Source: an optimization exercise on an open RTL-to-GDS flow (aim: small area, a short achievable clock period and few clock cycles per item). Production flows keep margins and buffers that such runs may drop. Where RTL was checked, it was by simulation tests only, not by an equivalence proof against the original. Power and IR drop assume default switching activity.

==> build 47 <==
## access_key_match_table
module access_key_match_table
(
    input  logic        i_clk,
    input  logic        i_rst_n,
    input  logic        i_s_axis_tvalid,
    output logic        o_s_axis_tready,
    input  logic [63:0] i_s_axis_tdata,    
    input  logic [2:0]  i_s_axis_tuser,    
    output logic        o_m_axis_tvalid,
    input  logic        i_m_axis_tready,
    output logic [63:0] o_m_axis_tdata     
);
    localparam int SLOTS = 16;
    localparam int KW    = 56;
    logic          r_a_valid;
    logic [KW-1:0] r_a_key;
    logic [3:0]    r_a_slot;
    logic          r_a_oor;
    logic          r_a_setm;
    logic          r_a_add;
    logic          r_a_chk;
    logic          r_a_mst;
    logic          r_a_rem;
    logic          r_a_rds;
    logic             r_b_valid;
    logic [SLOTS-1:0] r_b_eq_lo;   
    logic [SLOTS-1:0] r_b_eq_hi;   
    logic [SLOTS-1:0] r_b_sel;     
    logic             r_b_range;   
    logic             r_b_add;
    logic             r_b_cmp;     
    logic             r_b_mst;
    logic             r_b_rem;
    logic             r_b_setm;
    logic          r_o_valid;
    logic          r_o_granted;
    logic [1:0]    r_o_status;
    logic          r_o_evalid;
    logic [KW-1:0] r_o_ekey;
    logic [KW-1:0]    r_mem [SLOTS];
    logic [SLOTS-1:0] r_valid;
    logic r_rst_n;      
    logic r_ok;         
    logic w_acc;
    logic w_exec;
    logic w_move;
    logic w_a_valid_n;
    logic w_b_valid_n;
    logic w_o_valid_n;
    assign w_exec          = r_b_valid && (!r_o_valid || i_m_axis_tready);
    assign w_move          = r_a_valid && (!r_b_valid || !r_o_valid || i_m_axis_tready);
    assign o_s_axis_tready = i_rst_n && (r_ok || i_m_axis_tready);
    assign w_acc           = i_s_axis_tvalid && o_s_axis_tready;
    assign w_a_valid_n = w_acc || (r_rst_n && r_a_valid && !w_move);
    assign w_b_valid_n = r_rst_n && (w_move || (r_b_valid && !w_exec));
    assign w_o_valid_n = i_rst_n && r_rst_n && (w_exec || (r_o_valid && !i_m_axis_tready));
    always_ff @(posedge i_clk) begin
  ...
==> module access_key_match_table, before the edit <==
module access_key_match_table
(
    input  logic        i_clk,
    input  logic        i_rst_n,
    input  logic        i_s_axis_tvalid,
    output logic        o_s_axis_tready,
    input  logic [63:0] i_s_axis_tdata,    
    input  logic [2:0]  i_s_axis_tuser,    
    output logic        o_m_axis_tvalid,
    input  logic        i_m_axis_tready,
    output logic [63:0] o_m_axis_tdata     
);
    localparam int SLOTS = 16;
    localparam int KW    = 56;
    logic          r_a_valid;
    logic [KW-1:0] r_a_key;
    logic [3:0]    r_a_slot;
    logic          r_a_oor;
    logic          r_a_setm;
    logic          r_a_add;
    logic          r_a_chk;
    logic          r_a_mst;
    logic          r_a_rem;
    logic          r_a_rds;
    logic             r_b_valid;
    logic [SLOTS-1:0] r_b_eq_lo;   
    logic [SLOTS-1:0] r_b_eq_hi;   
    logic [SLOTS-1:0] r_b_sel;     
    logic             r_b_range;   
    logic             r_b_add;
    logic             r_b_cmp;     
    logic             r_b_mst;
    logic             r_b_rem;
    logic             r_b_setm;
    logic          r_o_valid;
    logic          r_o_granted;
    logic [1:0]    r_o_status;
    logic          r_o_evalid;
    logic [KW-1:0] r_o_ekey;
    logic [KW-1:0]    r_mem [SLOTS];
    logic [SLOTS-1:0] r_valid;
    logic r_rst_n;      
    logic r_ok;         
    logic w_acc;
    logic w_exec;
    logic w_move;
    logic w_a_valid_n;
    logic w_b_valid_n;
    logic w_o_valid_n;
    assign w_exec          = r_b_valid && (!r_o_valid || i_m_axis_tready);
    assign w_move          = r_a_valid && (!r_b_valid || !r_o_valid || i_m_axis_tready);
    assign o_s_axis_tready = i_rst_n && (r_ok || i_m_axis_tready);
    assign w_acc           = i_s_axis_tvalid && o_s_axis_tready;
    assign w_a_valid_n = w_acc || (r_rst_n && r_a_valid && !w_move);
    assign w_b_valid_n = r_rst_n && (w_move || (r_b_valid && !w_exec));
    assign w_o_valid_n = i_rst_n && r_rst_n && (w_exec || (r_o_valid && !i_m_axis_tready));
    always_ff @(posedge i_clk) begin
        r_rst_n   <= i_rst_n;
        r_ok      <= !(w_a_valid_n && w_b_valid_n && w_o_valid_n);
        r_a_valid <= w_a_valid_n;
        r_b_valid <= w_b_valid_n;
        r_o_valid <= w_o_valid_n;
    end
    always_ff @(posedge i_clk) begin
        if (w_acc) begin
            r_a_key  <= i_s_axis_tdata[KW-1:0];
            r_a_slot <= i_s_axis_tdata[59:56];
            r_a_oor  <= i_s_axis_tdata[60];
            r_a_setm <= (i_s_axis_tuser == 3'd0);
            r_a_add  <= (i_s_axis_tuser == 3'd1);
            r_a_chk  <= (i_s_axis_tuser == 3'd2);
            r_a_mst  <= (i_s_axis_tuser == 3'd3);
            r_a_rem  <= (i_s_axis_tuser == 3'd4);
            r_a_rds  <= (i_s_axis_tuser == 3'd5);
        end
    end
    logic [SLOTS-1:0] w_eq_lo;
    logic [SLOTS-1:0] w_eq_hi;
    always_comb begin
        for (int j = 0; j < SLOTS; j++) begin
            w_eq_lo[j] = (r_mem[j][27:0]  == r_a_key[27:0]);
            w_eq_hi[j] = (r_mem[j][55:28] == r_a_key[55:28]);
        end
    end
    always_ff @(posedge i_clk) begin
        if (w_move) begin
            r_b_eq_lo <= w_eq_lo;
            r_b_eq_hi <= w_eq_hi;
            for (int j = 0; j < SLOTS; j++) begin
                r_b_sel[j] <= r_a_rds && !r_a_oor && (r_a_slot == 4'(j));
            end
            r_b_range <= r_a_rds && r_a_oor;
            r_b_add  <= r_a_add;
            r_b_cmp  <= r_a_chk || r_a_rem;
            r_b_mst  <= r_a_mst;
            r_b_rem  <= r_a_rem;
            r_b_setm <= r_a_setm;
        end
    end
    logic [SLOTS-1:0] w_match;
    logic [SLOTS-1:0] w_free_first;
    logic [SLOTS-1:0] w_set;
    logic [SLOTS-1:0] w_valid_x;    
    logic [SLOTS-1:0] w_valid_n;
    logic [SLOTS-1:0] w_wr;
    logic             w_full;
    logic [SLOTS-1:0] w_rsel;
    logic [KW-1:0]    w_rkey;
    logic             w_granted;
    logic [1:0]       w_status;
    logic             w_evalid;
    assign w_match      = r_valid & r_b_eq_lo & r_b_eq_hi;
    assign w_full       = &r_valid;
    assign w_free_first = ~r_valid & (r_valid + 1'b1);
    assign w_set        = ({SLOTS{r_b_add}} & w_free_first) |
                          {{(SLOTS-1){1'b0}}, r_b_setm};
    assign w_valid_x    = r_b_valid ? ((r_valid & ~({SLOTS{r_b_rem}} & w_match)) | w_set)
                                    : r_valid;
    assign w_valid_n    = w_exec ? w_valid_x : r_valid;
    assign w_rsel = r_b_sel & r_valid;
    always_comb begin
        w_rkey = '0;
        for (int j = 0; j < SLOTS; j++) begin
            w_rkey = w_rkey | ({KW{w_rsel[j]}} & r_mem[j]);
        end
    end
    assign w_granted = (r_b_cmp && (|w_match)) || (r_b_mst && w_match[0]);
    assign w_status  = {r_b_range, r_b_add && w_full};
    assign w_evalid  = |w_rsel;
    always_comb begin
        for (int j = 0; j < SLOTS; j++) begin
            w_wr[j] = w_move && ((r_a_add && !w_valid_x[j]) || (r_a_setm && j == 0));
        end
    end
    always_ff @(posedge i_clk) begin
        for (int j = 0; j < SLOTS; j++) begin
            if (w_wr[j]) begin
                r_mem[j] <= r_a_key;
            end
        end
    end
    always_ff @(posedge i_clk) begin
        if (!r_rst_n) begin
            r_valid <= '0;
        end else begin
            r_valid <= w_valid_n;
        end
    end
    always_ff @(posedge i_clk) begin
        if (w_exec) begin
            r_o_granted <= w_granted;
            r_o_status  <= w_status;
            r_o_evalid  <= w_evalid;
            r_o_ekey    <= w_rkey;
        end
    end
    assign o_m_axis_tvalid = r_o_valid;
    assign o_m_axis_tdata  = {4'b0000, r_o_ekey, r_o_evalid, r_o_status, r_o_granted};
endmodule
clock: 5.0 ns
lec_check: 0
cap_margin: 20
core_margin: 2
core_utilization: 65
cts_cluster_diameter: 60
cts_cluster_size: 20
setup_slack_margin: 2.3
slew_margin: 20
run.sh (not shown) runs the stock make flow with config.mk's settings and CLKGATE_MAP_FILE= SYNTH_SCRIPT=/design/flow/synth_recipe.tcl, a recipe that flattens the netlist after the stock synthesis.
==> inputs of build 41, as changes to build 47 <==
--- a/flow/design.v
+++ b/flow/design.v
@@ -86,24 +86,31 @@
     localparam int SLOTS = 16;
     localparam int KW    = 56;
-    logic          r_a_valid;
-    logic [KW-1:0] r_a_key;
-    logic [3:0]    r_a_slot;
-    logic          r_a_oor;
-    logic          r_a_setm;
-    logic          r_a_add;
-    logic          r_a_chk;
-    logic          r_a_mst;
-    logic          r_a_rem;
-    logic          r_a_rds;
-    logic             r_b_valid;
-    logic [SLOTS-1:0] r_b_eq_lo;   
-    logic [SLOTS-1:0] r_b_eq_hi;   
-    logic [SLOTS-1:0] r_b_sel;     
-    logic             r_b_range;   
-    logic             r_b_add;
-    logic             r_b_cmp;     
-    logic             r_b_mst;
-    logic             r_b_rem;
-    logic             r_b_setm;
+    logic [KW-1:0] w_key;
+    logic [3:0]    w_slot;
+    logic          w_oor;
+    logic          w_setm;
+    logic          w_add;
+    logic          w_chk;
+    logic          w_mst;
+    logic          w_rem;
+    logic          w_rds;
+    assign w_key  = i_s_axis_tdata[KW-1:0];
+    assign w_slot = i_s_axis_tdata[59:56];
+    assign w_oor  = i_s_axis_tdata[60];
+    assign w_setm = (i_s_axis_tuser == 3'd0);
+    assign w_add  = (i_s_axis_tuser == 3'd1);
+    assign w_chk  = (i_s_axis_tuser == 3'd2);
+    assign w_mst  = (i_s_axis_tuser == 3'd3);
+    assign w_rem  = (i_s_axis_tuser == 3'd4);
+    assign w_rds  = (i_s_axis_tuser == 3'd5);
+    logic                  r_b_valid;
+    logic [3:0][SLOTS-1:0] r_b_eq;      
+    logic [SLOTS-1:0]      r_b_sel;     
+    logic                  r_b_range;   
+    logic                  r_b_add;
+    logic                  r_b_cmp;     
+    logic                  r_b_mst;
+    logic                  r_b_rem;
+    logic                  r_b_setm;
     logic          r_o_valid;
     logic          r_o_granted;
@@ -113,60 +120,44 @@
     logic [KW-1:0]    r_mem [SLOTS];
     logic [SLOTS-1:0] r_valid;
+    logic [SLOTS-1:0] w_valid_x;   
+    logic [SLOTS-1:0] w_valid_n;   
+    logic [SLOTS-1:0] w_valid_r;   
     logic r_rst_n;      
     logic r_ok;         
     logic w_acc;
     logic w_exec;
-    logic w_move;
-    logic w_a_valid_n;
     logic w_b_valid_n;
     logic w_o_valid_n;
     assign w_exec          = r_b_valid && (!r_o_valid || i_m_axis_tready);
-    assign w_move          = r_a_valid && (!r_b_valid || !r_o_valid || i_m_axis_tready);
     assign o_s_axis_tready = i_rst_n && (r_ok || i_m_axis_tready);
     assign w_acc           = i_s_axis_tvalid && o_s_axis_tready;
-    assign w_a_valid_n = w_acc || (r_rst_n && r_a_valid && !w_move);
-    assign w_b_valid_n = r_rst_n && (w_move || (r_b_valid && !w_exec));
+    assign w_b_valid_n = w_acc || (r_rst_n && r_b_valid && !w_exec);
     assign w_o_valid_n = i_rst_n && r_rst_n && (w_exec || (r_o_valid && !i_m_axis_tready));
     always_ff @(posedge i_clk) begin
         r_rst_n   <= i_rst_n;
-        r_ok      <= !(w_a_valid_n && w_b_valid_n && w_o_valid_n);
-        r_a_valid <= w_a_valid_n;
+        r_ok      <= !(w_b_valid_n && w_o_valid_n);
         r_b_valid <= w_b_valid_n;
         r_o_valid <= w_o_valid_n;
     end
+    logic [3:0][SLOTS-1:0] w_eq;
+    always_comb begin
+        for (int q = 0; q < 4; q++) begin
+            for (int j = 0; j < SLOTS; j++) begin
+                w_eq[q][j] = (r_mem[j][14*q +: 14] == w_key[14*q +: 14]);
+            end
+        end
+    end
     always_ff @(posedge i_clk) begin
         if (w_acc) begin
-            r_a_key  <= i_s_axis_tdata[KW-1:0];
-            r_a_slot <= i_s_axis_tdata[59:56];
-            r_a_oor  <= i_s_axis_tdata[60];
-            r_a_setm <= (i_s_axis_tuser == 3'd0);
-            r_a_add  <= (i_s_axis_tuser == 3'd1);
-            r_a_chk  <= (i_s_axis_tuser == 3'd2);
-            r_a_mst  <= (i_s_axis_tuser == 3'd3);
-            r_a_rem  <= (i_s_axis_tuser == 3'd4);
-            r_a_rds  <= (i_s_axis_tuser == 3'd5);
-        end
-    end
-    logic [SLOTS-1:0] w_eq_lo;
-    logic [SLOTS-1:0] w_eq_hi;
-    always_comb begin
-        for (int j = 0; j < SLOTS; j++) begin
-            w_eq_lo[j] = (r_mem[j][27:0]  == r_a_key[27:0]);
-            w_eq_hi[j] = (r_mem[j][55:28] == r_a_key[55:28]);
-        end
-    end
-    always_ff @(posedge i_clk) begin
-        if (w_move) begin
-            r_b_eq_lo <= w_eq_lo;
-            r_b_eq_hi <= w_eq_hi;
+            r_b_eq <= w_eq;
             for (int j = 0; j < SLOTS; j++) begin
-                r_b_sel[j] <= r_a_rds && !r_a_oor && (r_a_slot == 4'(j));
+                r_b_sel[j] <= w_rds && !w_oor && (w_slot == 4'(j)) && w_valid_r[j];
             end
-            r_b_range <= r_a_rds && r_a_oor;
-            r_b_add  <= r_a_add;
-            r_b_cmp  <= r_a_chk || r_a_rem;
-            r_b_mst  <= r_a_mst;
-            r_b_rem  <= r_a_rem;
-            r_b_setm <= r_a_setm;
+            r_b_range <= w_rds && w_oor;
+            r_b_add   <= w_add;
+            r_b_cmp   <= w_chk || w_rem;
+            r_b_mst   <= w_mst;
+            r_b_rem   <= w_rem;
+            r_b_setm  <= w_setm;
         end
     end
@@ -174,14 +165,11 @@
     logic [SLOTS-1:0] w_free_first;
     logic [SLOTS-1:0] w_set;
-    logic [SLOTS-1:0] w_valid_x;    
-    logic [SLOTS-1:0] w_valid_n;
     logic [SLOTS-1:0] w_wr;
     logic             w_full;
-    logic [SLOTS-1:0] w_rsel;
     logic [KW-1:0]    w_rkey;
     logic             w_granted;
     logic [1:0]       w_status;
     logic             w_evalid;
-    assign w_match      = r_valid & r_b_eq_lo & r_b_eq_hi;
+    assign w_match      = r_valid & r_b_eq[0] & r_b_eq[1] & r_b_eq[2] & r_b_eq[3];
     assign w_full       = &r_valid;
     assign w_free_first = ~r_valid & (r_valid + 1'b1);
@@ -191,17 +179,17 @@
                                     : r_valid;
     assign w_valid_n    = w_exec ? w_valid_x : r_valid;
-    assign w_rsel = r_b_sel & r_valid;
+    assign w_valid_r    = r_rst_n ? w_valid_n : '0;
     always_comb begin
         w_rkey = '0;
         for (int j = 0; j < SLOTS; j++) begin
-            w_rkey = w_rkey | ({KW{w_rsel[j]}} & r_mem[j]);
+            w_rkey = w_rkey | ({KW{r_b_sel[j]}} & r_mem[j]);
         end
     end
     assign w_granted = (r_b_cmp && (|w_match)) || (r_b_mst && w_match[0]);
     assign w_status  = {r_b_range, r_b_add && w_full};
-    assign w_evalid  = |w_rsel;
+    assign w_evalid  = |r_b_sel;
     always_comb begin
         for (int j = 0; j < SLOTS; j++) begin
-            w_wr[j] = w_move && ((r_a_add && !w_valid_x[j]) || (r_a_setm && j == 0));
+            w_wr[j] = w_acc && ((w_add && !w_valid_r[j]) || (w_setm && j == 0));
         end
     end
@@ -209,14 +197,10 @@
         for (int j = 0; j < SLOTS; j++) begin
             if (w_wr[j]) begin
-                r_mem[j] <= r_a_key;
+                r_mem[j] <= w_key;
             end
         end
     end
     always_ff @(posedge i_clk) begin
-        if (!r_rst_n) begin
-            r_valid <= '0;
-        end else begin
-            r_valid <= w_valid_n;
-        end
+        r_valid <= w_valid_r;
     end
     always_ff @(posedge i_clk) begin
==> flow/flow/run.sh (new file) <==
#!/bin/bash
# The standard layout (standard.sh, standard synthesis included), with one
# change: the buffers that global placement puts on every input and output port
# are a plain buffer cell (buf_2) instead of the delay cell buffer_ports picks
# by default. Every port still gets its buffer; the resizer may size it later.
set -euo pipefail
export BUFFER_PORTS_ARGS="-buffer_cell sky130_fd_sc_hd__buf_2"
bash standard.sh "BUFFER_PORTS_ARGS=-buffer_cell sky130_fd_sc_hd__buf_2" finish > standard.log 2>&1
==> flow/standard.sh (new file) <==
#!/bin/bash
# synth_recipe.tcl (not shown) runs the flow's synth.tcl, then flattens the netlist and writes it again
# the make line also repeats each setting of config.mk as NAME=value (left out here)
make -C /OpenROAD-flow-scripts/flow DESIGN_CONFIG=/design/flow/config.mk WORK_HOME=/design/flow/orfs CLKGATE_MAP_FILE= SYNTH_SCRIPT=/design/flow/synth_recipe.tcl "${@:-finish}"
--- a/flow/config.mk
+++ b/flow/config.mk
@@ -8,7 +8,8 @@
 export CAP_MARGIN = 20
 export CORE_MARGIN = 2
-export CORE_UTILIZATION = 65
-export CTS_CLUSTER_DIAMETER = 60
-export CTS_CLUSTER_SIZE = 20
-export SETUP_SLACK_MARGIN = 2.3
+export CORE_UTILIZATION = 70
+export CTS_CLUSTER_DIAMETER = 100
+export CTS_CLUSTER_SIZE = 24
+export PLACE_DENSITY = 0.8
+export SETUP_SLACK_MARGIN = 2.7
 export SLEW_MARGIN = 20
removed: flow/run.sh
==> inputs of build 63, as changes to build 47 <==
--- a/flow/design.v
+++ b/flow/design.v
@@ -97,6 +97,5 @@
     logic          r_a_rds;
     logic             r_b_valid;
-    logic [SLOTS-1:0] r_b_eq_lo;   
-    logic [SLOTS-1:0] r_b_eq_hi;   
+    logic [SLOTS-1:0] r_b_eq;
     logic [SLOTS-1:0] r_b_sel;     
     logic             r_b_range;   
@@ -148,16 +147,13 @@
         end
     end
-    logic [SLOTS-1:0] w_eq_lo;
-    logic [SLOTS-1:0] w_eq_hi;
+    logic [SLOTS-1:0] w_eq;
     always_comb begin
         for (int j = 0; j < SLOTS; j++) begin
-            w_eq_lo[j] = (r_mem[j][27:0]  == r_a_key[27:0]);
-            w_eq_hi[j] = (r_mem[j][55:28] == r_a_key[55:28]);
+            w_eq[j] = (r_mem[j] == r_a_key);
         end
     end
     always_ff @(posedge i_clk) begin
         if (w_move) begin
-            r_b_eq_lo <= w_eq_lo;
-            r_b_eq_hi <= w_eq_hi;
+            r_b_eq   <= w_eq;
             for (int j = 0; j < SLOTS; j++) begin
                 r_b_sel[j] <= r_a_rds && !r_a_oor && (r_a_slot == 4'(j));
@@ -183,5 +179,5 @@
     logic [1:0]       w_status;
     logic             w_evalid;
-    assign w_match      = r_valid & r_b_eq_lo & r_b_eq_hi;
+    assign w_match      = r_valid & r_b_eq;
     assign w_full       = &r_valid;
     assign w_free_first = ~r_valid & (r_valid + 1'b1);
--- a/flow/config.mk
+++ b/flow/config.mk
@@ -8,7 +8,7 @@
 export CAP_MARGIN = 20
 export CORE_MARGIN = 2
-export CORE_UTILIZATION = 65
+export CORE_UTILIZATION = 40
 export CTS_CLUSTER_DIAMETER = 60
 export CTS_CLUSTER_SIZE = 20
-export SETUP_SLACK_MARGIN = 2.3
+export SETUP_SLACK_MARGIN = 2.5
 export SLEW_MARGIN = 20
==> qor summary <==
DIE AREA: build 47 0.0776 sq mm; build 41 0.0702 sq mm; build 63 0.126 sq mm
Crit share post-route: build 47 59.1%; build 41 48.6%; build 63 53.7%
Sequential share of power: build 47 55.4%; build 41 61.9%; build 63 49.8%
Achievable frequency: build 47 339 MHz; build 41 411 MHz; build 63 373 MHz
Placed Area: build 47 0.0519 sq mm; build 41 0.0493 sq mm; build 63 0.0527 sq mm
Number of clock-tree buffers in the layout: build 47 86; build 41 91; build 63 110
Max H-tree Level: build 47 3; build 41 2; build 63 3
Source-to-sink clock delay at the later pin of the worst-skew pair: build 47 0.68 ns; build 41 0.65 ns; build 63 0.77 ns
Average detailed-routed wire length per instance: build 47 43.4 um; build 41 35.9 um; build 63 44.4 um
Met1 capacity usage during global routing: build 47 68.0%; build 41 59.5%; build 63 47.5%
Via-per-instance ratio: build 47 7.86; build 41 7.55; build 63 6.52
Outcome: build 47 complete, no violations; build 41 complete, no violations; build 63 complete, no violations
Total power per unit cell area: build 47 342 mW/mm^2; build 41 312 mW/mm^2; build 63 347 mW/mm^2
Area share of xor/xnor cells in the synthesized design: build 47 16.0%; build 41 16.5%; build 63 16.0%
Simple-gate area share of the yosys netlist: build 47 6.06%; build 41 6.21%; build 63 7.79%
Estimated wirelength of the detail-placed design: build 47 131000 um; build 41 94000 um; build 63 162000 um
Count of buffer and inverter cells on the critical path: build 47 1; build 41 1; build 63 2
Net switching share of the total power: build 47 25.1%; build 41 23.5%; build 63 26.6%
Seq. pwr: build 47 0.0106 W; build 41 0.00999 W; build 63 0.0102 W
Testbench counts of build 41, summed over its fixed seeds: cycles 8,016, items 8,000.
Testbench counts of build 63, summed over its fixed seeds: cycles 8,024, items 8,000.
Function not checked in build 47: the RTL went through the layout flow alone.

separate check: timing with driven ports:
The results above use ideal ports. As a check the final layouts listed here were re-extracted and re-timed, cells and wires unchanged.
Step 1 (the two cells are an assumption about what drives the block):
set clk [get_ports {i_clk}]
set_driving_cell -lib_cell sky130_fd_sc_hd__clkbuf_16 $clk
set_driving_cell -lib_cell sky130_fd_sc_hd__buf_2 [delete_from_list [all_inputs] $clk]
Step 2 adds t to the input delays and takes it off the output delays; t is the mean of the earliest and latest rising clock arrival at the registers after step 1. Input paths then give back, and output paths get back, about the clock's delay inside the block.
Three values: ideal ports, drivers, drivers and shift; two values: the first two.
| run | shift t [ns] | setup slack, ns | worst hold slack (ns) | latest minus earliest clock arrival (ns) | worst slew at a driven data input, ns |
|---|---|---|---|---|---|
| build 47 | 0.733 | 2.046 / 2.046 / 1.749 | 0.443 / 0.443 / 0.443 | 0.036 / 0.036 | 0.05 |
| build 41 | 0.708 | 2.569 / 2.547 / 1.885 | 0.454 / 0.454 / 0.454 | 0.025 / 0.025 | 0.17 |
| build 63 | 0.823 | 2.317 / 2.317 / 1.832 | 0.427 / 0.424 / 0.427 | 0.051 / 0.052 | 0.06 |
After both steps every run listed still meets setup and hold. The setup slack of build 41, which loses most, moves by -0.022 ns with the drivers and by -0.684 ns with both steps.
